Source: an optimization exercise on an open RTL-to-GDS flow (aim: small area, a short achievable clock period and few clock cycles per item). Production flows keep margins and buffers that such runs may drop.
In this exercise RTL edits were held to simulation tests only and were not proved equivalent to the original.
Power is estimated from default activity; no workload was simulated.

[flow/flow/run.sh]
#!/bin/bash
# The standard ORFS layout (standard.sh), with every port buffered by a
# buf_1 instead of the default buffer the ORFS picks for buffer_ports.
# The whole ORFS run's output goes to orfs_flow.log here; ORFS's own per-step
# logs stay under orfs/logs/.
set -euo pipefail
cd "$(dirname "$0")/.."
export BUFFER_PORTS_ARGS="-buffer_cell sky130_fd_sc_hd__buf_1"
bash standard.sh > orfs_flow.log 2>&1
[flow/standard.sh]
#!/bin/bash
# synth_recipe.tcl (not shown) runs the flow's synth.tcl, then flattens the netlist and writes it again
# the make line also repeats each setting of config.mk as NAME=value (left out here)
make -C /OpenROAD-flow-scripts/flow DESIGN_CONFIG=/design/flow/config.mk WORK_HOME=/design/flow/orfs CLKGATE_MAP_FILE= SYNTH_SCRIPT=/design/flow/synth_recipe.tcl "${@:-finish}"
[flow/config.mk]
export PLATFORM = sky130hd
export DESIGN_NAME = ex_unit
export DESIGN_NICKNAME = ex_unit
export VERILOG_FILES = /design/flow/design.v
export SDC_FILE = /design/flow/constraint.sdc
export NUM_CORES = 4
export LEC_CHECK = 0
export ABC_AREA = 1
export CAP_MARGIN = 40
export CORE_MARGIN = 2
export CORE_UTILIZATION = 40
export PLACE_DENSITY = 0.6
export SETUP_SLACK_MARGIN = 5
export SLEW_MARGIN = 20
export TNS_END_PERCENT = 5
[flow/constraint.sdc]
create_clock -name core_clock -period 10.0 [get_ports {clk}]
set_input_delay 2.0000 -clock core_clock [delete_from_list [all_inputs] [get_ports {clk}]]
set_output_delay 2.0000 -clock core_clock [all_outputs]
set_load 0.01 [all_outputs]
[flow/design.v]
package ex_pkg;
    typedef enum logic [2:0] {
        KIND_ALU,
        KIND_BRANCH,
        KIND_JAL,
        KIND_JALR,
        KIND_DIV
    } op_kind_e;
    typedef enum logic [3:0] {
        ALU_ADD, ALU_SUB, ALU_SLL, ALU_SRL,
        ALU_SRA, ALU_AND, ALU_OR,  ALU_XOR,
        ALU_SLT, ALU_SLTU, ALU_EQ, ALU_NE,
        ALU_LT,  ALU_GE,  ALU_LTU, ALU_GEU
    } alu_op_e;
    typedef enum logic [1:0] {
        DIV_DIV,
        DIV_DIVU,
        DIV_REM,
        DIV_REMU
    } div_op_e;
    typedef enum logic [1:0] {
        SRC1_ZERO,
        SRC1_PC,
        SRC1_RS1
    } src1_sel_e;
    typedef enum logic {
        SRC2_IMM,
        SRC2_RS2
    } src2_sel_e;
    typedef struct packed {
        logic [32-1:0]   pc;
        logic [32-1:0]   imm;
        logic [32-1:0]   rs1_data;
        logic [32-1:0]   rs2_data;
        logic [5-1:0] rd_addr;
        logic               rd_we;
        op_kind_e           kind;
        alu_op_e            alu_op;
        div_op_e            div_op;
        src1_sel_e          src1_sel;
        src2_sel_e          src2_sel;
        logic               pred_taken;      
        logic [32-1:0]   pred_pc;         
    } id_ex_t;
    typedef struct packed {
        logic [32-1:0]   pc;
        logic [5-1:0] rd_addr;
        logic               rd_we;
        logic [32-1:0]   rd_wdata;
    } ex_mem_t;
    typedef struct packed {
        logic               is_branch;
        logic               taken;
        logic [32-1:0]   target;
        logic               miss;
        logic [32-1:0]   redirect_pc;
    } branch_res_t;
endpackage
`timescale 1ns/1ps
module ex_decode (
    input  logic [32-1:0] pc,
    input  logic [32-1:0] imm,
    input  logic [32-1:0] rs1_data,
    input  logic [32-1:0] rs2_data,
    input  logic [2:0]       kind,
    input  logic [3:0]       op,
    input  logic [1:0]       src1_sel,
    input  logic             src2_sel,
    input  logic             norm,         
    input  logic [32-1:0] norm_val,
    output logic [32-1:0] operand_a,
    output logic [32-1:0] operand_b,
    output logic [3:0]       alu_op,
    output logic             is_div,
    output logic             is_jump,
    output logic             is_cond,
    output logic [8:0]       res_sel       
);
    logic sel_pc;
    logic sel_rs1;
    logic sel_rs2;
    assign is_div  = kind[2];                        
    assign is_jump = !kind[2] && kind[1];
    assign is_cond = !kind[2] && !kind[1] && kind[0];
    assign sel_pc  = !is_div && (src1_sel == 2'd1);
    assign sel_rs1 = !is_div && (src1_sel == 2'd2);
    assign sel_rs2 = is_div || src2_sel;
    assign operand_a = ({32{sel_pc}} & pc) | ({32{sel_rs1}} & rs1_data) |
                       ({32{norm}} & norm_val);
    assign operand_b = sel_rs2 ? rs2_data : imm;
    assign alu_op    = is_jump ? 4'd0 : op;
    logic is_alu;
    assign is_alu     = !kind[2] && !kind[1] && !kind[0];
    assign res_sel[0] = is_jump || (is_alu && (op == 4'd0 || op == 4'd1));
    assign res_sel[1] = is_alu && (op == 4'd3 || op == 4'd4);
    assign res_sel[2] = is_alu && (op == 4'd2);
    assign res_sel[3] = is_alu && (op == 4'd5);
    assign res_sel[4] = is_alu && (op == 4'd6);
    assign res_sel[5] = is_alu && (op == 4'd7);
    assign res_sel[6] = is_alu && op[3];
    assign res_sel[7] = is_cond;
    assign res_sel[8] = is_div;
endmodule
`timescale 1ns/1ps
module ex_add #(
    parameter int W = 32
) (
    input  logic [W-1:0] a,
    input  logic [W-1:0] b,
    input  logic         cin,
    output logic [W-1:0] sum,
    output logic         cout
);
    localparam int L = (W <= 16) ? 4 : (W <= 32) ? 5 : 6;
    logic [W-1:0] g [L+1];
    logic [W-1:0] p [L+1];
    logic [W-1:0] pr;
    assign pr   = a ^ b;
    assign g[0] = (a & b) | {{(W-1){1'b0}}, pr[0] & cin};
    assign p[0] = pr;
    for (genvar l = 0; l < L; l++) begin : g_lvl
        for (genvar i = 0; i < W; i++) begin : g_bit
            if ((i >> l) & 1) begin : g_op
                localparam int J = ((i >> l) << l) - 1;
                assign g[l+1][i] = g[l][i] | (p[l][i] & g[l][J]);
                assign p[l+1][i] = p[l][i] & p[l][J];
            end else begin : g_pass
                assign g[l+1][i] = g[l][i];
                assign p[l+1][i] = p[l][i];
            end
        end
    end
    assign sum  = pr ^ {g[L][W-2:0], cin};
    assign cout = g[L][W-1];
endmodule
module ex_alu (
    input  logic [32-1:0] operand_a,
    input  logic [32-1:0] operand_b,
    input  logic [3:0]       alu_op,
    input  logic             force_en,     
    input  logic             force_sub,
    input  logic             norm,         
    input  logic [4:0]       norm_amt,
    output logic [32-1:0] sum,
    output logic [32-1:0] gen,          
    output logic [32-1:0] prop,         
    output logic [32-1:0] sh_res,       
    output logic             cmp_out
);
    logic             sub;
    logic [32-1:0] b_in;
    logic             cout;
    logic             lt_s;
    logic             lt_u;
    logic             eq;
    logic             rev;
    logic             fill;
    logic [4:0]       amt;
    logic [32-1:0] sh_in;
    function automatic logic [32-1:0] bitrev(input logic [32-1:0] x);
        for (int i = 0; i < 32; i++) bitrev[i] = x[32-1-i];
    endfunction
    assign sub  = force_en ? force_sub : (alu_op[3] || (alu_op == 4'd1));
    assign b_in = operand_b ^ {32{sub}};
    ex_add #(.W(32)) i_add (
        .a    (operand_a),
        .b    (b_in),
        .cin  (sub),
        .sum  (sum),
        .cout (cout)
    );
    assign gen  = operand_a & b_in;
    assign prop = operand_a ^ b_in;
    assign lt_u = !cout;
    assign lt_s = (operand_a[32-1] ^ operand_b[32-1]) ? operand_a[32-1] : sum[32-1];
    assign eq   = &prop;                  
    assign rev   = norm || (alu_op == 4'd2);
    assign fill  = !norm && (alu_op == 4'd4) && operand_a[32-1];
    assign amt   = norm ? norm_amt : operand_b[5-1:0];
    assign sh_in = rev ? bitrev(operand_a) : operand_a;
    always_comb begin
        sh_res = sh_in;
        for (int s = 0; s < 5; s++) begin
            if (amt[s]) sh_res = (sh_res >> (1 << s)) | ({32{fill}} << (32 - (1 << s)));
        end
    end
    always_comb begin
        case (alu_op)
            4'd8, 4'd12: cmp_out = lt_s;
            4'd9, 4'd14: cmp_out = lt_u;
            4'd10:       cmp_out = eq;
            4'd11:       cmp_out = !eq;
            4'd13:       cmp_out = !lt_s;
            default:     cmp_out = !lt_u;
        endcase
    end
endmodule
`timescale 1ns/1ps
module ex_lzc (
    input  logic [32-1:0] x,
    output logic [4:0]       cnt,
    output logic             zero
);
    logic [15:0] v1;  logic [15:0]     c1;
    logic [7:0]  v2;  logic [7:0][1:0] c2;
    logic [3:0]  v3;  logic [3:0][2:0] c3;
    logic [1:0]  v4;  logic [1:0][3:0] c4;
    for (genvar i = 0; i < 16; i++) begin : g_l1
        assign v1[i] = x[2*i+1] | x[2*i];
        assign c1[i] = !x[2*i+1];
    end
    for (genvar i = 0; i < 8; i++) begin : g_l2
        assign v2[i] = v1[2*i+1] | v1[2*i];
        assign c2[i] = v1[2*i+1] ? {1'b0, c1[2*i+1]} : {1'b1, c1[2*i]};
    end
    for (genvar i = 0; i < 4; i++) begin : g_l3
        assign v3[i] = v2[2*i+1] | v2[2*i];
        assign c3[i] = v2[2*i+1] ? {1'b0, c2[2*i+1]} : {1'b1, c2[2*i]};
    end
    for (genvar i = 0; i < 2; i++) begin : g_l4
        assign v4[i] = v3[2*i+1] | v3[2*i];
        assign c4[i] = v3[2*i+1] ? {1'b0, c3[2*i+1]} : {1'b1, c3[2*i]};
    end
    assign zero = !(v4[1] | v4[0]);
    assign cnt  = v4[1] ? {1'b0, c4[1]} : {1'b1, c4[0]};
endmodule
module ex_divider (
    input  logic             clk,
    input  logic             rst_n,
    input  logic             req,         
    input  logic             take,        
    input  logic [1:0]       div_op,
    input  logic [32-1:0] dividend,
    input  logic [32-1:0] divisor,
    input  logic [32-1:0] divisor_mag,  
    input  logic [32-1:0] sh_left,      
    output logic             norm,         
    output logic [32-1:0] norm_val,
    output logic [4:0]       norm_amt,
    output logic             ready,        
    output logic [32-1:0] result
);
    localparam logic [1:0] S_IDLE = 2'd0, S_NORM = 2'd1, S_ITER = 2'd2, S_FIN = 2'd3;
    logic [1:0]            state;
    logic [32-1:0]      rem_q;        
    logic [32-1:0]      quot_q;
    logic [32:0]        dsr_q;        
    logic [3:0]            count;        
    logic                  want_rem_q;
    logic                  neg_q;        
    logic                  signed_op;
    logic                  a_neg;
    logic                  b_neg;
    logic [32-1:0]      neg_in;
    logic                  neg_en;
    logic [32-1:0]      neg_or;       
    logic [32-1:0]      neg_out;
    logic [4:0]            lz_r;
    logic [4:0]            lz_d;
    logic                  rem_zero;
    logic                  dsr_zero;
    logic                  early;
    logic [32:0]        diff_a;
    logic                  ge_a;
    logic [32-1:0]      rem_a;
    logic [32-1:0]      diff_b;
    logic                  ge_b;
    logic [32-1:0]      rem_b;
    assign signed_op = !div_op[0];
    assign a_neg     = signed_op && dividend[32-1];
    assign b_neg     = signed_op && divisor[32-1];
    assign neg_in = (state == S_FIN) ? (want_rem_q ? rem_q : quot_q) : dividend;
    assign neg_en = (state == S_FIN) ? neg_q : ((state == S_IDLE) && a_neg);
    always_comb begin
        logic [32-1:0] o;
        o = {neg_in[32-2:0], 1'b0};
        for (int s = 1; s < 32; s = s * 2) o = o | (o << s);
        neg_or = o;
    end
    assign neg_out = neg_in ^ (neg_or & {32{neg_en}});
    ex_lzc i_lz_r (.x(rem_q), .cnt(lz_r), .zero(rem_zero));
    ex_lzc i_lz_d (.x(dsr_q[32-1:0]), .cnt(lz_d), .zero(dsr_zero));
    assign {ge_a, diff_a} = {1'b1, 1'b0, rem_q} - {1'b0, dsr_q};
    assign rem_a = ge_a ? diff_a[32-1:0] : rem_q;
    assign {ge_b, diff_b} = {1'b1, rem_a} - {1'b0, dsr_q[32:1]};
    assign rem_b = ge_b ? diff_b : rem_a;
    assign early    = dsr_zero || !ge_a;
    assign norm     = (state == S_NORM);
    assign norm_val = dsr_q[32-1:0];
    assign norm_amt = lz_d - lz_r;
    assign ready  = (state == S_NORM && early) || (state == S_FIN);
    assign result = (state == S_NORM && !want_rem_q) ? {32{dsr_zero}} : neg_out;
    always_ff @(posedge clk) begin
        if (!rst_n) begin
            state <= S_IDLE;
        end else begin
            case (state)
                S_IDLE:  if (req) state <= S_NORM;
                S_NORM:  if (!early) state <= S_ITER;
                         else if (take) state <= S_IDLE;
                S_ITER:  if (count == 4'd0) state <= S_FIN;
                default: if (take) state <= S_IDLE;
            endcase
        end
    end
    always_ff @(posedge clk) begin
        case (state)
            S_IDLE: begin
                rem_q      <= neg_out;
                dsr_q      <= {1'b0, divisor_mag};
                want_rem_q <= div_op[1];
                neg_q      <= div_op[1] ? a_neg : (a_neg ^ b_neg);
            end
            S_NORM: begin
                if (!early) begin
                    dsr_q  <= norm_amt[0] ? {1'b0, sh_left} : {sh_left, 1'b0};
                    count  <= norm_amt[4:1];
                    quot_q <= '0;
                end
            end
            S_ITER: begin
                rem_q  <= rem_b;
                quot_q <= {quot_q[32-3:0], ge_a, ge_b};
                dsr_q  <= dsr_q >> 2;
                count  <= count - 4'd1;
            end
            default: ;
        endcase
    end
endmodule
`timescale 1ns/1ps
module ex_resolve (
    input  logic               clk,
    input  logic               rst_n,
    input  logic               load,
    input  logic               out_ready,
    input  logic [32-1:0]   pc,
    input  logic [32-1:0]   imm,
    input  logic [5-1:0] rd_addr,
    input  logic               rd_we,
    input  logic               pred_taken,
    input  logic [32-1:0]   pred_pc,
    input  logic               is_div,
    input  logic               is_jump,
    input  logic               is_cond,
    input  logic [32-1:0]   operand_a,
    input  logic [32-1:0]   operand_b,
    input  logic [8:0]         res_sel,
    input  logic [32-1:0]   sum,
    input  logic [32-1:0]   gen,
    input  logic [32-1:0]   prop,
    input  logic [32-1:0]   sh_res,
    input  logic               cmp_out,
    input  logic [32-1:0]   div_result,
    output logic               out_valid,
    output logic [32-1:0]   out_pc,
    output logic [5-1:0] out_rd_addr,
    output logic               out_rd_we,
    output logic [32-1:0]   out_rd_wdata,
    output logic               out_is_branch,
    output logic               out_taken,
    output logic [32-1:0]   out_target,
    output logic               out_miss,
    output logic [32-1:0]   out_redirect_pc
);
    logic [32-1:0]   pc_imm;
    logic               pc_imm_co;
    logic [32-1:0]   pc_step;
    logic               hit_cond;
    logic               hit_jump;
    logic               taken;
    logic               miss;
    logic [32-1:0]   res_nx;
    logic [32-1:0]   res_q;
    logic               branch_q;
    logic               taken_q;
    logic               miss_q;
    logic               jump_q;      
    logic               plain_q;     
    logic               cond_taken_q;
    logic               not_taken_q;
    function automatic logic sum_is(input logic [32-1:0] a, input logic [32-1:0] b,
                                    input logic [32-1:0] k);
        logic [32-1:0] c;
        c = {(a[32-2:0] & b[32-2:0]) | ((a[32-2:0] ^ b[32-2:0]) & ~k[32-2:0]), 1'b0};
        sum_is = ((a ^ b ^ k) == c);
    endfunction
    ex_add #(.W(32)) i_pc_imm (
        .a    (pc),
        .b    (imm),
        .cin  (1'b0),
        .sum  (pc_imm),
        .cout (pc_imm_co)
    );
    assign hit_cond = sum_is(pc, imm, pred_pc);
    assign hit_jump = sum_is(operand_a, operand_b, pred_pc);
    assign taken = is_jump || (is_cond && cmp_out);
    assign miss  = is_jump ? (!pred_taken || !hit_jump)
                           : (is_cond && (cmp_out ? (!pred_taken || !hit_cond) : pred_taken));
    function automatic logic [32-1:0] bitrev(input logic [32-1:0] x);
        for (int i = 0; i < 32; i++) bitrev[i] = x[32-1-i];
    endfunction
    assign res_nx = ({32{res_sel[0]}} & sum) |
                    ({32{res_sel[1]}} & sh_res) |
                    ({32{res_sel[2]}} & bitrev(sh_res)) |
                    ({32{res_sel[3]}} & gen) |
                    ({32{res_sel[4]}} & (gen | prop)) |
                    ({32{res_sel[5]}} & prop) |
                    {{(32-1){1'b0}}, res_sel[6] & cmp_out} |
                    ({32{res_sel[7]}} & pc_imm) |
                    ({32{res_sel[8]}} & div_result);
    always_ff @(posedge clk) begin
        if (!rst_n) begin
            out_valid <= 1'b0;
        end else if (load) begin
            out_valid <= 1'b1;
        end else if (out_ready) begin
            out_valid <= 1'b0;
        end
    end
    always_ff @(posedge clk) begin
        if (load) begin
            out_pc       <= pc;
            out_rd_addr  <= rd_addr;
            out_rd_we    <= rd_we;
            res_q        <= res_nx;
            branch_q     <= is_jump || is_cond;
            taken_q      <= taken;
            miss_q       <= miss;
            jump_q       <= is_jump;
            plain_q      <= !is_jump && !is_cond;
            cond_taken_q <= is_cond && cmp_out;
            not_taken_q  <= is_cond && !cmp_out;
        end
    end
    assign pc_step         = {out_pc[32-1:2] + 30'd1, out_pc[1:0]};
    assign out_is_branch   = branch_q;
    assign out_taken       = taken_q;
    assign out_miss        = miss_q;
    assign out_target      = {32{branch_q}} & res_q;
    assign out_redirect_pc = ({32{taken_q}} & res_q) |
                             ({32{not_taken_q}} & pc_step);
    assign out_rd_wdata    = ({32{plain_q}} & res_q) |
                             ({32{jump_q}} & pc_step) |
                             {{(32-1){1'b0}}, cond_taken_q};
endmodule
`timescale 1ns/1ps
module ex_stage (
    input  logic               clk,
    input  logic               rst_n,
    input  logic               in_valid,
    output logic               in_ready,
    input  logic [32-1:0]   in_pc,
    input  logic [32-1:0]   in_imm,
    input  logic [32-1:0]   in_rs1_data,
    input  logic [32-1:0]   in_rs2_data,
    input  logic [5-1:0] in_rd_addr,
    input  logic               in_rd_we,
    input  logic [2:0]         in_kind,
    input  logic [3:0]         in_alu_op,
    input  logic [1:0]         in_div_op,
    input  logic [1:0]         in_src1_sel,
    input  logic               in_src2_sel,
    input  logic               in_pred_taken,
    input  logic [32-1:0]   in_pred_pc,
    output logic               out_valid,
    input  logic               out_ready,
    output logic [32-1:0]   out_pc,
    output logic [5-1:0] out_rd_addr,
    output logic               out_rd_we,
    output logic [32-1:0]   out_rd_wdata,
    output logic               out_is_branch,
    output logic               out_taken,
    output logic [32-1:0]   out_target,
    output logic               out_miss,
    output logic [32-1:0]   out_redirect_pc
);
    logic [32-1:0] operand_a;
    logic [32-1:0] operand_b;
    logic [3:0]       alu_op;
    logic             is_div;
    logic             is_jump;
    logic             is_cond;
    logic [32-1:0] sum;
    logic [32-1:0] gen;
    logic [32-1:0] prop;
    logic [32-1:0] sh_res;
    logic [8:0]       res_sel;
    logic             cmp_out;
    logic             norm;
    logic [32-1:0] norm_val;
    logic [4:0]       norm_amt;
    logic             div_ready;
    logic [32-1:0] div_result;
    logic             slot_free;
    logic             accept;
    function automatic logic [32-1:0] bitrev(input logic [32-1:0] x);
        for (int i = 0; i < 32; i++) bitrev[i] = x[32-1-i];
    endfunction
    assign slot_free = !out_valid || out_ready;
    assign in_ready  = slot_free && (!is_div || div_ready);
    assign accept    = in_valid && in_ready;
    ex_decode i_decode (
        .pc        (in_pc),
        .imm       (in_imm),
        .rs1_data  (in_rs1_data),
        .rs2_data  (in_rs2_data),
        .kind      (in_kind),
        .op        (in_alu_op),
        .src1_sel  (in_src1_sel),
        .src2_sel  (in_src2_sel),
        .norm      (norm),
        .norm_val  (norm_val),
        .operand_a (operand_a),
        .operand_b (operand_b),
        .alu_op    (alu_op),
        .is_div    (is_div),
        .is_jump   (is_jump),
        .is_cond   (is_cond),
        .res_sel   (res_sel)
    );
    ex_alu i_alu (
        .operand_a (operand_a),
        .operand_b (operand_b),
        .alu_op    (alu_op),
        .force_en  (is_div),
        .force_sub (!in_div_op[0] && in_rs2_data[32-1]),
        .norm      (norm),
        .norm_amt  (norm_amt),
        .sum       (sum),
        .gen       (gen),
        .prop      (prop),
        .sh_res    (sh_res),
        .cmp_out   (cmp_out)
    );
    ex_divider i_divider (
        .clk      (clk),
        .rst_n    (rst_n),
        .req      (in_valid && is_div),
        .take     (accept),
        .div_op   (in_div_op),
        .dividend (in_rs1_data),
        .divisor     (in_rs2_data),
        .divisor_mag (sum),
        .sh_left     (bitrev(sh_res)),
        .norm        (norm),
        .norm_val    (norm_val),
        .norm_amt    (norm_amt),
        .ready       (div_ready),
        .result      (div_result)
    );
    ex_resolve i_resolve (
        .clk             (clk),
        .rst_n           (rst_n),
        .load            (accept),
        .out_ready       (out_ready),
        .pc              (in_pc),
        .imm             (in_imm),
        .rd_addr         (in_rd_addr),
        .rd_we           (in_rd_we),
        .pred_taken      (in_pred_taken),
        .pred_pc         (in_pred_pc),
        .is_div          (is_div),
        .is_jump         (is_jump),
        .is_cond         (is_cond),
        .operand_a       (operand_a),
        .operand_b       (operand_b),
        .res_sel         (res_sel),
        .sum             (sum),
        .gen             (gen),
        .prop            (prop),
        .sh_res          (sh_res),
        .cmp_out         (cmp_out),
        .div_result      (div_result),
        .out_valid       (out_valid),
        .out_pc          (out_pc),
        .out_rd_addr     (out_rd_addr),
        .out_rd_we       (out_rd_we),
        .out_rd_wdata    (out_rd_wdata),
        .out_is_branch   (out_is_branch),
        .out_taken       (out_taken),
        .out_target      (out_target),
        .out_miss        (out_miss),
        .out_redirect_pc (out_redirect_pc)
    );
endmodule
`timescale 1ns/1ps
module ex_unit (
    input  logic               clk,
    input  logic               rst_n,
    input  logic               in_valid,
    output logic               in_ready,
    input  logic [32-1:0]   in_pc,
    input  logic [32-1:0]   in_imm,
    input  logic [32-1:0]   in_rs1_data,
    input  logic [32-1:0]   in_rs2_data,
    input  logic [5-1:0] in_rd_addr,
    input  logic               in_rd_we,
    input  logic [2:0]         in_kind,
    input  logic [3:0]         in_alu_op,
    input  logic [1:0]         in_div_op,
    input  logic [1:0]         in_src1_sel,
    input  logic               in_src2_sel,
    input  logic               in_pred_taken,
    input  logic [32-1:0]   in_pred_pc,
    output logic               out_valid,
    input  logic               out_ready,
    output logic [32-1:0]   out_pc,
    output logic [5-1:0] out_rd_addr,
    output logic               out_rd_we,
    output logic [32-1:0]   out_rd_wdata,
    output logic               out_is_branch,
    output logic               out_taken,
    output logic [32-1:0]   out_target,
    output logic               out_miss,
    output logic [32-1:0]   out_redirect_pc
);
    ex_stage i_stage (
        .clk             (clk),
        .rst_n           (rst_n),
        .in_valid        (in_valid),
        .in_ready        (in_ready),
        .in_pc           (in_pc),
        .in_imm          (in_imm),
        .in_rs1_data     (in_rs1_data),
        .in_rs2_data     (in_rs2_data),
        .in_rd_addr      (in_rd_addr),
        .in_rd_we        (in_rd_we),
        .in_kind         (in_kind),
        .in_alu_op       (in_alu_op),
        .in_div_op       (in_div_op),
        .in_src1_sel     (in_src1_sel),
        .in_src2_sel     (in_src2_sel),
        .in_pred_taken   (in_pred_taken),
        .in_pred_pc      (in_pred_pc),
        .out_valid       (out_valid),
        .out_ready       (out_ready),
        .out_pc          (out_pc),
        .out_rd_addr     (out_rd_addr),
        .out_rd_we       (out_rd_we),
        .out_rd_wdata    (out_rd_wdata),
        .out_is_branch   (out_is_branch),
        .out_taken       (out_taken),
        .out_target      (out_target),
        .out_miss        (out_miss),
        .out_redirect_pc (out_redirect_pc)
    );
endmodule
==> flow_summary.yaml, run 1 <==
floorplanning:
  num_io_pins: 322
  dieArea_mm2: 0.0694
  die_w_um: 263
  initial_core_util_pct: 40.2
  die_h_um: 263
  rows: 95
  core_mm2: 0.0669
pwr:
  power.static_leakage_nw: 14.6
  power_density_mw_per_mm2: 415
  p_int_mw: 5.33
  seq_power_share_pct: 12.5
  clock_power_share_pct: 5.7
  power_mw: 13.5
  ir_drop_uv: 319
  p_sw_mw: 8.17
  p_comb_share_pct: 81.9
  switching_share_pct: 60.5
synth:
  avgSynthCellArea_um2: 6.53
  synth_xor_xnor_area_share_pct: 5.69
  synth_top_family_by_area: "simple AND/OR/NAND/NOR gates"
  ys_seq_area_share_pct: 20.3
  synth_flop_cell: "edfxtp_1"
  synthCells: 4124
  synth_fa_ha_area_share_pct: 13.4
  syn-cell-area_mm2: 0.0269
  synth_compound_area_share_pct: 13.7
  async_reset_ff_share_pct: 0
  yosys_warnings: 7
  synth_fp_nets: 4550
  synthSimpleGateAreaFrac_pct: 35.1
  ys_ff_latch: 183
  synth.mux.area_fraction_pct: 1.01
  synth_cell_types: 67
  synth_edf_count: 180
grt:
  grt_pass1_vias: 29279
  grt_max_degree: 65
  grt.total_usage_pct: 38.3
  grt_pass1_wl_um: 196000
  gr-total-overflow: 0
  antenna_found_initial: 6
place:
  dpl_cell_area_mm2: 0.0290
  port_buffers: 321
  hpwlAfterDp_um: 109000
  place.gp.congestion: 1.08
timing:
  finalHoldViolations: 0
  min_period_ns: 5.11
  timing.fmax_mhz: 196
  rsz0062_at_grt: "yes"
  tightest_slew_ns: 0.951
  setup_tns_ns: 0
  setup_violations: 0
  finalClockSkew_ns: 0.0284
  maxSlewViolCount: 0
  finalCritPeriodShare_pct: 51.1
  relSlewSlack_pct: 36.1
cells_and_area:
  fin_nets: 4909
  syn_to_final_growth_pct: 20.9
  final_cell_mix: "nand2_1 (1049), nand3_1 (558), inv_1 (510)"
  final_common_cell: "nand2_1"
  fillers: 6957
  drive_above_1_share_pct: 12.8
  design_area_mm2: 0.0325
worst_setup_path:
  critPathKind: "primary input to register"
  r2r_start: "i_stage.i_divider.rem_q[30]"
  rr_endpoint: "i_stage.i_divider.dsr_q[23]"
  crit_required_ns: 10.23
  cp.arrival_ns: 5.34
  crit_fanout: 10
  ff2ff_setup_slack_ns: 4.92
  crit_path_start_kind: "primary input"
  r2r_cells: 21
  endpoint_kind: "register"
clocking:
  ctsHoldBuffers: 0
  clkSinkCount: 183
  h-tree-depth: 4
  cts-root-buf: "clkbuf_16"
  cts_max_path_buffers: 2
  cts_tree: "done"
  cts_inserted_buffers: 17
  clk_latency_ns: 0.54
  clkTransAtPathRegs_ns: 0.11
worst_hold_path:
  hold-path-endpoint: "i_stage.i_divider.quot_q[3]"
  hold_start: "i_stage.i_divider.quot_q[1]"
  min_path_cells: 2
  hp-class: "register to register"
flow_run:
  drv_cap: 0
routing:
  viasPerCell: 6.02
  routedLengthMet1_um: 56400
  ant_nets: 0
  dr_wl_met3_um: 16000
  routed_wl_um: 138000
  topRoutingLayerUsed: "met5"
  vias: 32333
  route.detailed.drc: 0
  avgRoutedWirePerCell_um: 25.7
  wl_met2_um: 56200
  dr.pass1.iters: 6
  drt_iter0_drc: 4575
run_status:
  status: "complete, no violations"
[flip-flops by register name, summed over array words and instances, names as in the netlist, 2 cells and up]
signal and cells:
i_stage.i_divider.dsr_q 33, i_stage.i_divider.quot_q 32, i_stage.i_divider.rem_q 32, i_stage.i_resolve.out_pc 32, i_stage.i_resolve.res_q 32, i_stage.i_resolve.out_rd_addr 5, i_stage.i_divider.count 4, i_stage.i_divider.state 2
[power groups by stage]
stage               Sequential, mW  Combinational, mW  Clock (mW)
global route                  1.70               11.8       0.784
global placement              1.69               9.36           0
detailed placement            1.69               9.34           0
floorplan                     1.54               6.45           0
finish                        1.69               11.1       0.763
CTS                           1.67               9.87       0.763
[metrics by stage]
stage	setup WS (ns)	hold slack (ns)	utilization, %	instances
3_3_place_gp	2.77	0.512	43.1	5192
4_1_cts	4.92	0.532	46.3	5296
6_report	4.89	0.529	48.6	5370
2_1_floorplan	4.94	0.507	-	4124
5_1_grt	4.76	0.551	48.6	5369
3_5_place_dp	3.06	0.521	43.3	5198
[layer usage]
metal | up-vias | GRT usage [%]
met5 | - | 0
met4 | 10 | 21.4
met3 | 451 | 8.94
met2 | 2035 | 55.6
met1 | 15277 | 52.2
li1 | 14560 | -
[synth_stat cells, types with 4 or more instances]
cell	n	area, um^2
clkbuf_1	64	240
a21o_1	18	135
a31oi_1	12	75.1
nor2_1	244	916
nand2_2	6	37.5
nand3_1	594	2970
buf_6	9	101
o2111ai_1	6	52.6
o21bai_1	21	158
xnor2_1	87	762
o21a_1	8	60.1
o21ai_1	30	150
a21boi_0	6	45.0
or2_2	40	250
nor3_1	41	205
nand3b_1	12	90.1
xor2_1	88	771
buf_1	8	30.0
o211ai_1	21	158
or2_1	5	31.3
o221ai_1	13	114
buf_2	65	325
inv_2	15	56.3
nand2_1	1075	4040
o22ai_1	56	350
a211oi_1	18	135
o21ai_0	177	886
mux2i_1	17	170
nor4_1	24	150
nor2_2	7	43.8
a21oi_1	192	961
edfxtp_1	180	5410
o21ai_2	7	61.3
fa_1	75	1500
a22o_1	5	43.8
a221oi_1	11	96.3
ha_1	168	2100
inv_1	543	2040
buf_4	11	82.6
nand4_1	87	544
a21oi_2	4	35.0
mux2_2	9	101
[cell families after synthesis]
group,count (synthesis)
simple gates,2154
flops,183
mux,26
buf+inv,719
compound gates,624
fa+ha+maj,243
xor+xnor,175
[area by class of cell]
class	count	area, um^2	area share (%)
diodes	1	2.50	0.00769
flip-flops and latches	183	5470	16.8
clock buffers	17	425	1.31
inverters	562	2180	6.71
clock inverters	15	178	0.546
repair buffers	494	2950	9.06
well taps	873	1090	3.36
multi-input cells	3225	20200	62.2
[worst max path at each step]
stage	slack [ns]	cells past startpoint	to	startpoint
6_report	4.89	19	i_stage.i_resolve.res_q[5]	in_kind[2]
3_5_place_dp	3.06	21	i_stage.i_resolve.res_q[16]	in_alu_op[0]
3_3_place_gp	2.77	18	i_stage.i_resolve.res_q[16]	in_kind[2]
5_1_grt	4.76	20	i_stage.i_resolve.res_q[5]	in_src1_sel[0]
2_1_floorplan	4.94	22	i_stage.i_resolve.res_q[16]	in_alu_op[0]
4_1_cts	4.92	22	i_stage.i_divider.dsr_q[23]	i_stage.i_divider.rem_q[15]
[worst max-delay path, cell delays in order]
cell      delay [ns]
buf_8           0.16
nor2_4          0.27
a32o_2          0.28
buf_12          0.18
buf_12          0.13
xnor2_4         0.11
inv_2           0.07
fa_2            0.36
inv_2           0.07
nand3_2         0.06
nand2_2         0.12
buf_4           0.12
inv_1           0.04
fa_1            0.38
xnor2_1         0.17
a221oi_1        0.29
o21ai_1         0.12
a21oi_2         0.19
o211ai_1        0.19
[repair_timing]
item,4_1_cts,5_1_grt
cloned,5,3
setup endpoints to repair,115,119
resized for setup,166,219
buffers inserted,61,70
pin swaps,29,69
Testbench counts, summed over its fixed seeds: cycles 4,685, items 3,200.
==> inputs of run 2 (changes only) <==
--- a/flow/config.mk
+++ b/flow/config.mk
@@ -8,8 +8,8 @@
 export ABC_AREA = 1
-export CAP_MARGIN = 40
+export CAP_MARGIN = 10
 export CORE_MARGIN = 2
-export CORE_UTILIZATION = 40
-export PLACE_DENSITY = 0.6
+export CORE_UTILIZATION = 50
+export PLACE_DENSITY = 0.7
 export SETUP_SLACK_MARGIN = 5
-export SLEW_MARGIN = 20
+export SLEW_MARGIN = 10
 export TNS_END_PERCENT = 5
==> run 2 against run 1 <==
Area after synthesis did not move. Clock power increased by 2%. Synthesized cell count unchanged. Sequential share of layout area increased by 0.44 points. First-iteration DRC count rose by 12%. Clock-buffer cell count is the same. Utilization increased by 11 points. Routed wire length is 1.2% lower. Largest cell class unchanged. Largest power group unchanged.
==> flow_summary.yaml, run 2 <==
clocking:
  cts_max_path_buffers: 2
  clk_latency_ns: 0.53
  cts_inserted_buffers: 17
  cts-root-buf: "clkbuf_16"
  h-tree-depth: 4
  clkSinkCount: 183
  cts_tree: "done"
  clkTransAtPathRegs_ns: 0.09
  ctsHoldBuffers: 0
synth:
  synth_flop_cell: "edfxtp_1"
  synth_fp_nets: 4550
  synth_edf_count: 180
  synth_cell_types: 67
  syn-cell-area_mm2: 0.0269
  async_reset_ff_share_pct: 0
  yosys_warnings: 7
  synth_largest_area_cell: "edfxtp_1"
  synthTopCellsByArea: "edfxtp_1 (20%), nand2_1 (15%), nand3_1 (11%), ha_1 (7.8%), inv_1 (7.6%)"
  avgSynthCellArea_um2: 6.53
  ys_top_cells_by_count: "nand2_1 (1075), nand3_1 (594), inv_1 (543), nor2_1 (244), a21oi_1 (192)"
  synthCells: 4124
  ys_ff_latch: 183
  ys_seq_area_share_pct: 20.3
  synth.top_cell.area_share_pct: 20.1
  yosysMostFrequentCell: "nand2_1"
timing:
  finalCritPeriodShare_pct: 51.7
  setup_tns_ns: 0
  tightest_slew_ns: 1.33
  maxSlewViolCount: 0
  min_period_ns: 5.17
  rsz0062_at_grt: "yes"
  relSlewSlack_pct: 11.3
  finalHoldViolations: 0
  setup_violations: 0
  hold_ws_ns: 0.528
  finalClockSkew_ns: 0.0246
  timing.fmax_mhz: 193
flow_run:
  drv_cap: 0
pwr:
  switching_share_pct: 60.9
  power_density_mw_per_mm2: 419
  power.static_leakage_nw: 14.3
  seq_power_share_pct: 12.7
  clock_power_share_pct: 5.9
  p_int_mw: 5.20
  p_sw_mw: 8.10
  ir_drop_uv: 417
  p_comb_share_pct: 81.5
worst_setup_path:
  crit_required_ns: 10.29
  crit_path_start_kind: "primary input"
  critPathKind: "primary input to register"
  crit_family: "simple AND/OR/NAND/NOR gates"
  r2r_cells: 18
  rr_endpoint: "i_stage.i_resolve.res_q[3]"
  worst_path_max_delay_cell: "inv_1"
  cp-endpoint: "i_stage.i_resolve.miss_q"
  crit_cells: 21
  endpoint_kind: "register"
  cp.arrival_ns: 5.46
  crit_path_start: "in_src1_sel[1]"
  ff2ff_setup_slack_ns: 4.85
  cpPeakStageDelay_ns: 0.36
  crit_fanout: 30
  path_buf_inv: 5
  r2r_start: "i_stage.i_divider.rem_q[14]"
  crit_chain: "buf_1, buf_6, clkinv_8, nand4_1, nand3_1, inv_1, ha_4, nand2_4, nor2_4, buf_12, nand4_1, nor2_4, nand4_1, a21oi_1, o21ai_1, nand2_1, nor2_2, nand3_2, nand2_2, nand3_2, nand3_2"
routing:
  ant_nets: 0
  route.detailed.drc: 0
  avgRoutedWirePerCell_um: 26.5
  drt_iter0_drc: 5127
  routed_wl_um: 137000
  vias: 32366
  viasPerCell: 6.29
  dr.pass1.iters: 7
floorplanning:
  die_h_um: 236
  core_mm2: 0.0535
  die_w_um: 236
  num_io_pins: 322
  initial_core_util_pct: 50.3
  rows: 85
  dieArea_mm2: 0.0557
cells_and_area:
  fin_cells: 5144
  final_common_cell: "nand2_1"
  final_util_pct: 59.3
  fillers: 5265
  regMostFlops: "i_stage.i_divider.dsr_q"
  fin_nets: 4860
  largest_reg_flops: 33
  syn_to_final_growth_pct: 17.8
  drive_above_1_share_pct: 11.2
  final_cell_mix: "nand2_1 (1050), nand3_1 (564), inv_1 (514)"
worst_hold_path:
  hp-class: "register to register"
grt:
  grt.total_usage_pct: 47.5
  grt_max_degree: 65
  grt_pass1_wl_um: 194000
  grt_pass1_vias: 28987
  antenna_found_initial: 3
  gr-total-overflow: 0
place:
  port_buffers: 321
  place.gp.congestion: 1.08
  hpwlAfterDp_um: 107000
  dp_cells: 5015
run_status:
  status: "complete, no violations"
## run 2: worst min-delay path, delay by kind of cell (launching register included)
| family | cells | cell delay (ns) |
|---|---|---|
| and+or+nand+nor | 1 | 0.05 |
| DFF | 1 | 0.34 |
| buffers and inverters | 1 | 0.04 |
## run 2: cell type report
cell class	instances	area [um^2]	area share, %
Clock inverter	15	203	0.639
Tap cell	696	871	2.75
Clock buffer	17	425	1.34
Multi-Input combinational cell	3226	20100	63.3
Sequential cell	183	5470	17.2
Timing Repair Buffer	444	2460	7.77
Antenna cell	1	2.50	0.00789
Inverter	562	2200	6.93
## run 2: cells by family after synthesis
family                     Yosys count  share of synthesized area, %
xor gates and xnor gates           175                          5.69
and+or+nand+nor                   2154                          35.1
adders and majority gates          243                          13.4
DFF                                183                          20.3
buffers and inverters              719                          10.7
AOI/OAI and AO/OA                  624                          13.7
muxes                               26                          1.01
## run 2: power by group through the flow
stage / Combinational, mW / Sequential [mW] / Clock (mW)
after global routing: 11.6 / 1.69 / 0.803
after detailed placement: 9.22 / 1.68 / 0
after floorplan: 6.45 / 1.54 / 0
final: 10.8 / 1.68 / 0.779
after global placement: 9.29 / 1.68 / 0
after CTS: 9.78 / 1.66 / 0.777
## run 2: timing repair
action / 4_1_cts / 5_1_grt
endpoints found under the hold margin: 0 / 0
buffers inserted: 49 / 37
endpoints found under the setup margin: 174 / 116
pin swaps: 31 / 46
gates resized for setup: 166 / 176
gates cloned: 8 / 2
## run 2: worst min-delay path by stage
| stage | to | cells past startpoint | startpoint | slack, ns |
|---|---|---|---|---|
| global placement | i_stage.i_divider.quot_q[5] | 2 | i_stage.i_divider.quot_q[3] | 0.52 |
| global route | i_stage.i_divider.quot_q[6] | 2 | i_stage.i_divider.quot_q[4] | 0.55 |
| detailed placement | i_stage.i_divider.quot_q[6] | 2 | i_stage.i_divider.quot_q[4] | 0.52 |
| floorplan | i_stage.i_divider.quot_q[31] | 2 | i_stage.i_divider.quot_q[29] | 0.51 |
| finish | i_stage.i_divider.quot_q[6] | 2 | i_stage.i_divider.quot_q[4] | 0.53 |
| CTS | i_stage.i_divider.quot_q[6] | 2 | i_stage.i_divider.quot_q[4] | 0.53 |
## run 2: through the flow
step	setup WS (ns)	area (um^2)	power, mW
after global routing	4.83	31700	14.1
after detailed placement	3.16	28700	10.9
after global placement	3.16	28700	11.0
after floorplan	4.94	27100	7.99
final	4.83	31700	13.3
after CTS	4.98	30600	12.2
## run 2: per-layer routing
layer  share of wire (%)  GRT usage [%]  vias up
met2                  40           67.5     2368
li1                    -              -    14454
met1                  38           63.4    15098
met4                 6.9           26.3        4
met3                  15           15.6      442
met5               0.018              0        -
==> inputs of run 3 (changes only) <==
--- a/flow/design.v
+++ b/flow/design.v
@@ -262,2 +262,3 @@
     logic                  early;
+    logic                  dsr_one;
     logic [32:0]        diff_a;
@@ -272,3 +273,9 @@
     assign neg_in = (state == S_FIN) ? (want_rem_q ? rem_q : quot_q) : dividend;
-    assign neg_en = (state == S_FIN) ? neg_q : ((state == S_IDLE) && a_neg);
+    always_comb begin
+        case (state)
+            S_IDLE:  neg_en = a_neg;
+            S_NORM:  neg_en = neg_q ^ a_neg;
+            default: neg_en = neg_q;
+        endcase
+    end
     always_comb begin
@@ -287,2 +294,3 @@
     assign early    = dsr_zero || !ge_a;
+    assign dsr_one  = (dsr_q == {{32{1'b0}}, 1'b1});
     assign norm     = (state == S_NORM);
@@ -290,4 +298,8 @@
     assign norm_amt = lz_d - lz_r;
-    assign ready  = (state == S_NORM && early) || (state == S_FIN);
-    assign result = (state == S_NORM && !want_rem_q) ? {32{dsr_zero}} : neg_out;
+    assign ready  = (state == S_NORM && (early || dsr_one)) || (state == S_FIN);
+    always_comb begin
+        if (state != S_NORM)  result = neg_out;
+        else if (early)       result = want_rem_q ? dividend : {32{dsr_zero}};
+        else                  result = want_rem_q ? '0 : neg_out;
+    end
     always_ff @(posedge clk) begin
@@ -298,3 +310,3 @@
                 S_IDLE:  if (req) state <= S_NORM;
-                S_NORM:  if (!early) state <= S_ITER;
+                S_NORM:  if (!early && !dsr_one) state <= S_ITER;
                          else if (take) state <= S_IDLE;
@@ -314,3 +326,3 @@
             S_NORM: begin
-                if (!early) begin
+                if (!early && !dsr_one) begin
                     dsr_q  <= norm_amt[0] ? {1'b0, sh_left} : {sh_left, 1'b0};
==> run 3 against run 2 <==
Worst setup slack got worse by 0.081 ns. Power increased by 6.2%. Sequential power increased by 3%. Combinational power increased by 7%. Final area increased by 2.6%. Critical path type unchanged. Still clean on timing, DRC and antenna. Clock skew increased by 0.0037 ns. Clock power decreased by 2%. Critical path depth decreased by 3.
==> flow_summary.yaml, run 3 <==
run_status:
  status: "complete, no violations"
floorplanning:
  rows: 85
  initial_core_util_pct: 50.5
  dieArea_mm2: 0.0562
  num_io_pins: 322
  core_mm2: 0.0537
  die_h_um: 237
  die_w_um: 237
cells_and_area:
  final_cell_mix: "nand2_1 (1017), nand3_1 (543), inv_1 (488)"
  largest_reg_flops: 33
  syn_to_final_growth_pct: 19.9
  final_common_cell: "nand2_1"
  drive_above_1_share_pct: 13.1
  fillers: 5195
  regMostFlops: "i_stage.i_divider.dsr_q"
  fin_nets: 4940
  regArea_mm2: 0.00547
  multiInputGateArea_mm2: 0.0204
timing:
  finalCritPeriodShare_pct: 52.5
  maxSlewViolCount: 0
  rsz0062_at_grt: "yes"
  timing.fmax_mhz: 190
  finalClockSkew_ns: 0.0283
  tightest_slew_ns: 1.18
  setup_violations: 0
  relSlewSlack_pct: 20.3
  min_period_ns: 5.25
  finalHoldViolations: 0
  setup_tns_ns: 0
pwr:
  p_comb_share_pct: 82.3
  power.static_leakage_nw: 14.8
  clock_power_share_pct: 5.4
  p_int_mw: 5.57
  power_density_mw_per_mm2: 434
  switching_share_pct: 60.5
  power_mw: 14.1
  seq_power_share_pct: 12.3
  p_sw_mw: 8.55
  ir_drop_uv: 338
worst_setup_path:
  crit_path_start_kind: "primary input"
  crit_required_ns: 10.24
  cp.arrival_ns: 5.50
  critPathKind: "primary input to register"
  crit_fanout: 7
  endpoint_kind: "register"
synth:
  ys_ff_latch: 183
  ys_top_cells_by_count: "nand2_1 (1047), nand3_1 (593), inv_1 (522), nor2_1 (285), o21ai_0 (190)"
  synth_cell_types: 63
  yosysMostFrequentCell: "nand2_1"
  synth_edf_count: 180
  synthTopCellsByArea: "edfxtp_1 (20%), nand2_1 (14%), nand3_1 (11%), ha_1 (7.7%), inv_1 (7.2%)"
  synth_flop_cell: "edfxtp_1"
  syn-cell-area_mm2: 0.0271
  synth_largest_area_cell: "edfxtp_1"
  async_reset_ff_share_pct: 0
  avgSynthCellArea_um2: 6.53
  synth_fp_nets: 4581
  ys_seq_area_share_pct: 20.1
  yosys_warnings: 7
  synthCells: 4155
  synth.top_cell.area_share_pct: 19.9
clocking:
  cts_tree: "done"
  clk_latency_ns: 0.53
  cts_inserted_buffers: 17
  cts-root-buf: "clkbuf_16"
  clkTransAtPathRegs_ns: 0.10
  clkSinkCount: 183
  cts_max_path_buffers: 2
  h-tree-depth: 4
routing:
  ant_nets: 0
  avgRoutedWirePerCell_um: 28.4
  route.detailed.drc: 0
  dr.pass1.iters: 9
  vias: 34018
  drt_iter0_drc: 5567
  routed_wl_um: 148000
  viasPerCell: 6.51
grt:
  use_met2_pct: 71.6
  grt_pass1_vias: 30062
  grt_max_degree: 71
  grt.total_usage_pct: 50.0
  antenna_found_initial: 8
  grt_pass1_wl_um: 203000
  grtUsageMet3_pct: 16.9
  busiest_layer: "met2"
  gr-total-overflow: 0
  grtUsageMet1_pct: 62.5
flow_run:
  drv_cap: 0
place:
  hpwlAfterDp_um: 113000
  port_buffers: 321
  place.gp.congestion: 1.13
worst_hold_path:
  hp-class: "register to register"
==> run 3: cells by family (layout without fill, tap and decap cells) <==
logic type | after synthesis | count (layout) | share of synthesized area, %
adder cells (fa/ha/maj) | 243 | 243 | 13.3
buffers and inverters | 706 | 1071 | 10.5
flip-flops | 183 | 183 | 20.1
other | 0 | 2 | 0
XOR/XNOR | 180 | 180 | 5.84
AND/OR/NAND/NOR | 2178 | 2182 | 35.3
multiplexers | 26 | 26 | 1.00
AO/OA/AOI/OAI | 639 | 642 | 14.0
==> run 3: power groups by stage <==
stage               Sequential, mW  Clock [mW]  Combinational (mW)
floorplan                     1.59           0                6.77
global placement              1.75           0                9.61
detailed placement            1.75           0                9.61
CTS                           1.71       0.752                10.2
global route                  1.74       0.777                12.3
finish                        1.73       0.764                11.6
==> run 3: layer usage <==
layer,wire length [um],vias to the layer above
met2,59400,2844
li1,-,14741
met4,13800,2
met3,22500,710
met1,52500,15721
met5,121,-
==> run 3: worst max-delay path: stages <==
cell        delay [ns]
clkbuf_4          0.21
buf_12            0.17
clkinvlp_4        0.18
buf_12            0.21
nand3_1           0.10
inv_2             0.10
nand2_1           0.15
nand3_2           0.28
ha_1              0.49
nand2_1           0.18
nor4_2            0.31
nand4_1           0.22
o211ai_1          0.24
nand2_1           0.07
nor2_1            0.20
nand3_4           0.16
nand4_1           0.13
nand3_1           0.08
==> run 3: layout make-up <==
type,instances,share of cell area (%)
diodes,2,0.0154
repair inverters,2,0.0500
flip-flops and latches,183,16.8
inverters,538,6.53
well taps,696,2.68
clock inverters,15,0.565
repair buffers,499,9.30
multi-input cells,3273,62.8
clock buffers,17,1.31
==> run 3: path summary, 6_finish.rpt <==
| kind | to | start | cells past startpoint | slack (ns) |
|---|---|---|---|---|
| max | i_stage.i_resolve.res_q[0] | in_src1_sel[1] | 18 | 4.75 |
| min | i_stage.i_divider.quot_q[15] | i_stage.i_divider.quot_q[13] | 2 | 0.54 |
| max reg2reg | i_stage.i_resolve.res_q[20] | i_stage.i_divider.rem_q[20] | 21 | 4.86 |
| min reg2reg | i_stage.i_divider.quot_q[15] | i_stage.i_divider.quot_q[13] | 2 | 0.54 |
==> run 3: timing repair <==
item,4_1_cts,5_1_grt
hold buffers,0,0
pin swaps,12,57
buffers inserted,38,87
endpoints found under the setup margin,107,111
cloned,7,14
gates resized for setup,170,224
==> run 3: through the flow <==
stage	hold slack (ns)	worst slack [ns]	cells	util (%)	instance area, um^2
global placement	0.517	3.37	5045	53.7	28800
floorplan	0.507	5.01	4155	-	27300
global route	0.574	4.76	5223	60.6	32500
detailed placement	0.518	3.36	5045	53.7	28800
CTS	0.537	4.92	5122	57.0	30600
finish	0.544	4.75	5225	60.6	32500
Testbench counts of run 3, summed over its fixed seeds: cycles 4,601, items 3,200.
==> inputs of run 4 (changes only) <==
--- a/flow/config.mk
+++ b/flow/config.mk
@@ -8,8 +8,8 @@
 export ABC_AREA = 1
-export CAP_MARGIN = 10
+export CAP_MARGIN = 40
 export CORE_MARGIN = 2
-export CORE_UTILIZATION = 50
-export PLACE_DENSITY = 0.7
+export CORE_UTILIZATION = 40
+export PLACE_DENSITY = 0.6
 export SETUP_SLACK_MARGIN = 5
-export SLEW_MARGIN = 10
+export SLEW_MARGIN = 20
 export TNS_END_PERCENT = 5
==> run 4 against run 3 <==
Cell count up 3.5%. Routed wire length down 0.98%. Die area up 25%. First-iteration DRC count down 9.9%. Register-to-register slack better by 0.12 ns. Still clean. Combinational power about the same. Critical endpoint is now in_ready. Largest cell class unchanged.
==> flow_summary.yaml, run 4 <==
run_status:
  status: "complete, no violations"
worst_setup_path:
  crit_required_ns: 8.00
  endpoint_kind: "output pin"
  cp.arrival_ns: 3.16
  r2r_cells: 24
  critPathKind: "register to output pin"
  crit_fanout: 7
  crit_path_start_kind: "register"
clocking:
  clkSinkCount: 183
  clkTransAtPathRegs_ns: 0.09
  h-tree-depth: 4
  clk_latency_ns: 0.52
  cts-root-buf: "clkbuf_16"
  cts_tree: "done"
  ctsHoldBuffers: 0
  cts_inserted_buffers: 17
  cts_max_path_buffers: 2
synth:
  ys_ff_latch: 183
  yosysMostFrequentCell: "nand2_1"
  yosys_warnings: 7
  synth_edf_count: 180
  synth.top_cell.area_share_pct: 19.9
  synthCells: 4155
  async_reset_ff_share_pct: 0
  synth_cell_types: 63
  ys_top_cells_by_count: "nand2_1 (1047), nand3_1 (593), inv_1 (522), nor2_1 (285), o21ai_0 (190)"
  synth_flop_cell: "edfxtp_1"
  synthTopCellsByArea: "edfxtp_1 (20%), nand2_1 (14%), nand3_1 (11%), ha_1 (7.7%), inv_1 (7.2%)"
  syn-cell-area_mm2: 0.0271
  ys_seq_area_share_pct: 20.1
  synth_fp_nets: 4581
  synth_largest_area_cell: "edfxtp_1"
  avgSynthCellArea_um2: 6.53
place:
  port_buffers: 321
  place.gp.congestion: 1.09
  hpwlAfterDp_um: 117000
floorplanning:
  core_mm2: 0.0672
  die_h_um: 264
  rows: 95
  initial_core_util_pct: 40.4
  dieArea_mm2: 0.0699
  num_io_pins: 322
  die_w_um: 264
cells_and_area:
  final_common_cell: "nand2_1"
  syn_to_final_growth_pct: 21.2
  fillers: 7054
  drive_above_1_share_pct: 13.7
  final_cell_mix: "nand2_1 (1018), nand3_1 (548), inv_1 (478)"
  fin_nets: 4945
  regMostFlops: "i_stage.i_divider.dsr_q"
  largest_reg_flops: 33
timing:
  finalHoldViolations: 0
  finalCritPeriodShare_pct: 51.6
  finalClockSkew_ns: 0.0276
  min_period_ns: 5.16
  tightest_slew_ns: 0.867
  rsz0062_at_grt: "yes"
  relSlewSlack_pct: 41.6
  hold_ws_ns: 0.553
  setup_tns_ns: 0
  maxSlewViolCount: 0
  setup_violations: 0
  timing.fmax_mhz: 194
pwr:
  power.static_leakage_nw: 14.7
  ir_drop_uv: 225
  power_density_mw_per_mm2: 428
grt:
  grt_max_degree: 49
  grt_pass1_vias: 29856
  gr-total-overflow: 0
  grt.total_usage_pct: 40.3
  grt_pass1_wl_um: 204000
  antenna_found_initial: 8
routing:
  viasPerCell: 6.13
  drt_iter0_drc: 5016
  routed_wl_um: 147000
  avgRoutedWirePerCell_um: 27.2
  ant_nets: 0
  dr.pass1.iters: 9
  vias: 33121
  route.detailed.drc: 0
worst_hold_path:
  min_path_cells: 2
  hp-class: "register to register"
flow_run:
  drv_cap: 0
run 4: cell counts after synthesis:
Identical to the previous run, type by type.
run 4: repair_timing:
item                       in CTS  in global routing
setup buffers                  67                 57
gates resized for setup       210                195
setup endpoints to repair     102                114
pin swaps                      30                 45
gates cloned                    3                  4
run 4: cells by family after synthesis:
family | after synthesis | synth area share (%)
xor gates and xnor gates | 180 | 5.84
DFF | 183 | 20.1
and+or+nand+nor | 2178 | 35.3
buffers and inverters | 706 | 10.5
muxes | 26 | 1.00
AOI/OAI and AO/OA | 639 | 14.0
adders and majority gates | 243 | 13.3
run 4: worst paths after layout:
check / from / to / slack [ns]
worst max register to register: i_stage.i_divider.rem_q[23] / i_stage.i_resolve.res_q[19] / 4.98
worst min-delay path: i_stage.i_divider.quot_q[25] / i_stage.i_divider.quot_q[27] / 0.55
worst max-delay path: i_stage.i_divider.dsr_q[28] / in_ready / 4.84
worst min register to register: i_stage.i_divider.quot_q[25] / i_stage.i_divider.quot_q[27] / 0.55
run 4: worst max-delay path, cell delays in order, from the launching register on:
cell	delay, ns
edfxtp_1	0.40
clkinvlp_4	0.25
ha_4	0.34
inv_2	0.09
o21bai_2	0.09
a21oi_2	0.19
o22ai_4	0.11
a21oi_4	0.22
nand2_8	0.14
nand3_4	0.10
nand2_4	0.07
inv_4	0.10
nor2_4	0.06
a21oi_4	0.30
buf_6	0.15
run 4: cell type report:
| cell class | count | area (um^2) | area share, % |
|---|---|---|---|
| diodes | 1 | 2.50 | 0.00761 |
| clock buffers | 17 | 425 | 1.29 |
| clock inverters | 15 | 179 | 0.544 |
| inverters | 538 | 2110 | 6.40 |
| multi-input cells | 3267 | 20400 | 62.1 |
| flip-flops and latches | 183 | 5470 | 16.6 |
| well taps | 873 | 1090 | 3.32 |
| repair buffers | 512 | 3180 | 9.68 |
run 4: metal layers:
layer	GRT usage, %	vias up	share of wire [%]
li1	-	14732	-
met1	53.1	15718	39
met2	60.8	2217	42
met3	9.74	444	12
met4	21.6	10	6.4
met5	0	-	0.043
run 4: metrics by stage:
stage / cells / utilization (%) / setup slack, ns / power [mW] / instance area (um^2)
global placement: 5223 / 43.3 / 3.15 / 11.5 / 29100
finish: 5406 / 49.0 / 4.84 / 14.1 / 32900
global route: 5405 / 49.0 / 4.82 / 14.9 / 32900
detailed placement: 5237 / 43.7 / 3.15 / 11.5 / 29300
CTS: 5339 / 46.8 / 4.87 / 12.9 / 31400
floorplan: 4155 / - / 5.01 / 8.36 / 27300
run 4: report_power, final:
group / switching, mW / internal [mW]
Combinational: 7.75 / 3.84
Clock: 0.403 / 0.359
Sequential: 0.354 / 1.38

[port drivers added, routing unchanged]
Ports are ideal in the flow. The routed layouts listed here were re-timed in OpenROAD. Step 1 assumes that a clkbuf_16 drives the clock port and a buf_2 every other input. Step 2 adds t to the input delays and takes it off the output delays; t is the mean of the earliest and latest rising clock arrival at the registers after step 1. Input paths then give back, and output paths get back, about the clock's delay inside the block. Three values: ideal ports, drivers, drivers and shift; two values: the first two.
| run | t (ns) | setup WS [ns] | cell pins on the clock port's net |
|---|---|---|---|
| run 1 | 0.576 | 4.895 / 4.854 / 4.279 | 1 |
| run 2 | 0.566 | 4.827 / 4.854 / 4.289 | 1 |
| run 3 | 0.581 | 4.746 / 4.739 / 4.211 | 1 |
| run 4 | 0.573 | 4.840 / 4.775 / 4.329 | 1 |
After both steps every run listed still meets setup and hold. The setup slack of run 1, which loses most, moves by -0.041 ns with the drivers and by -0.616 ns with both steps.
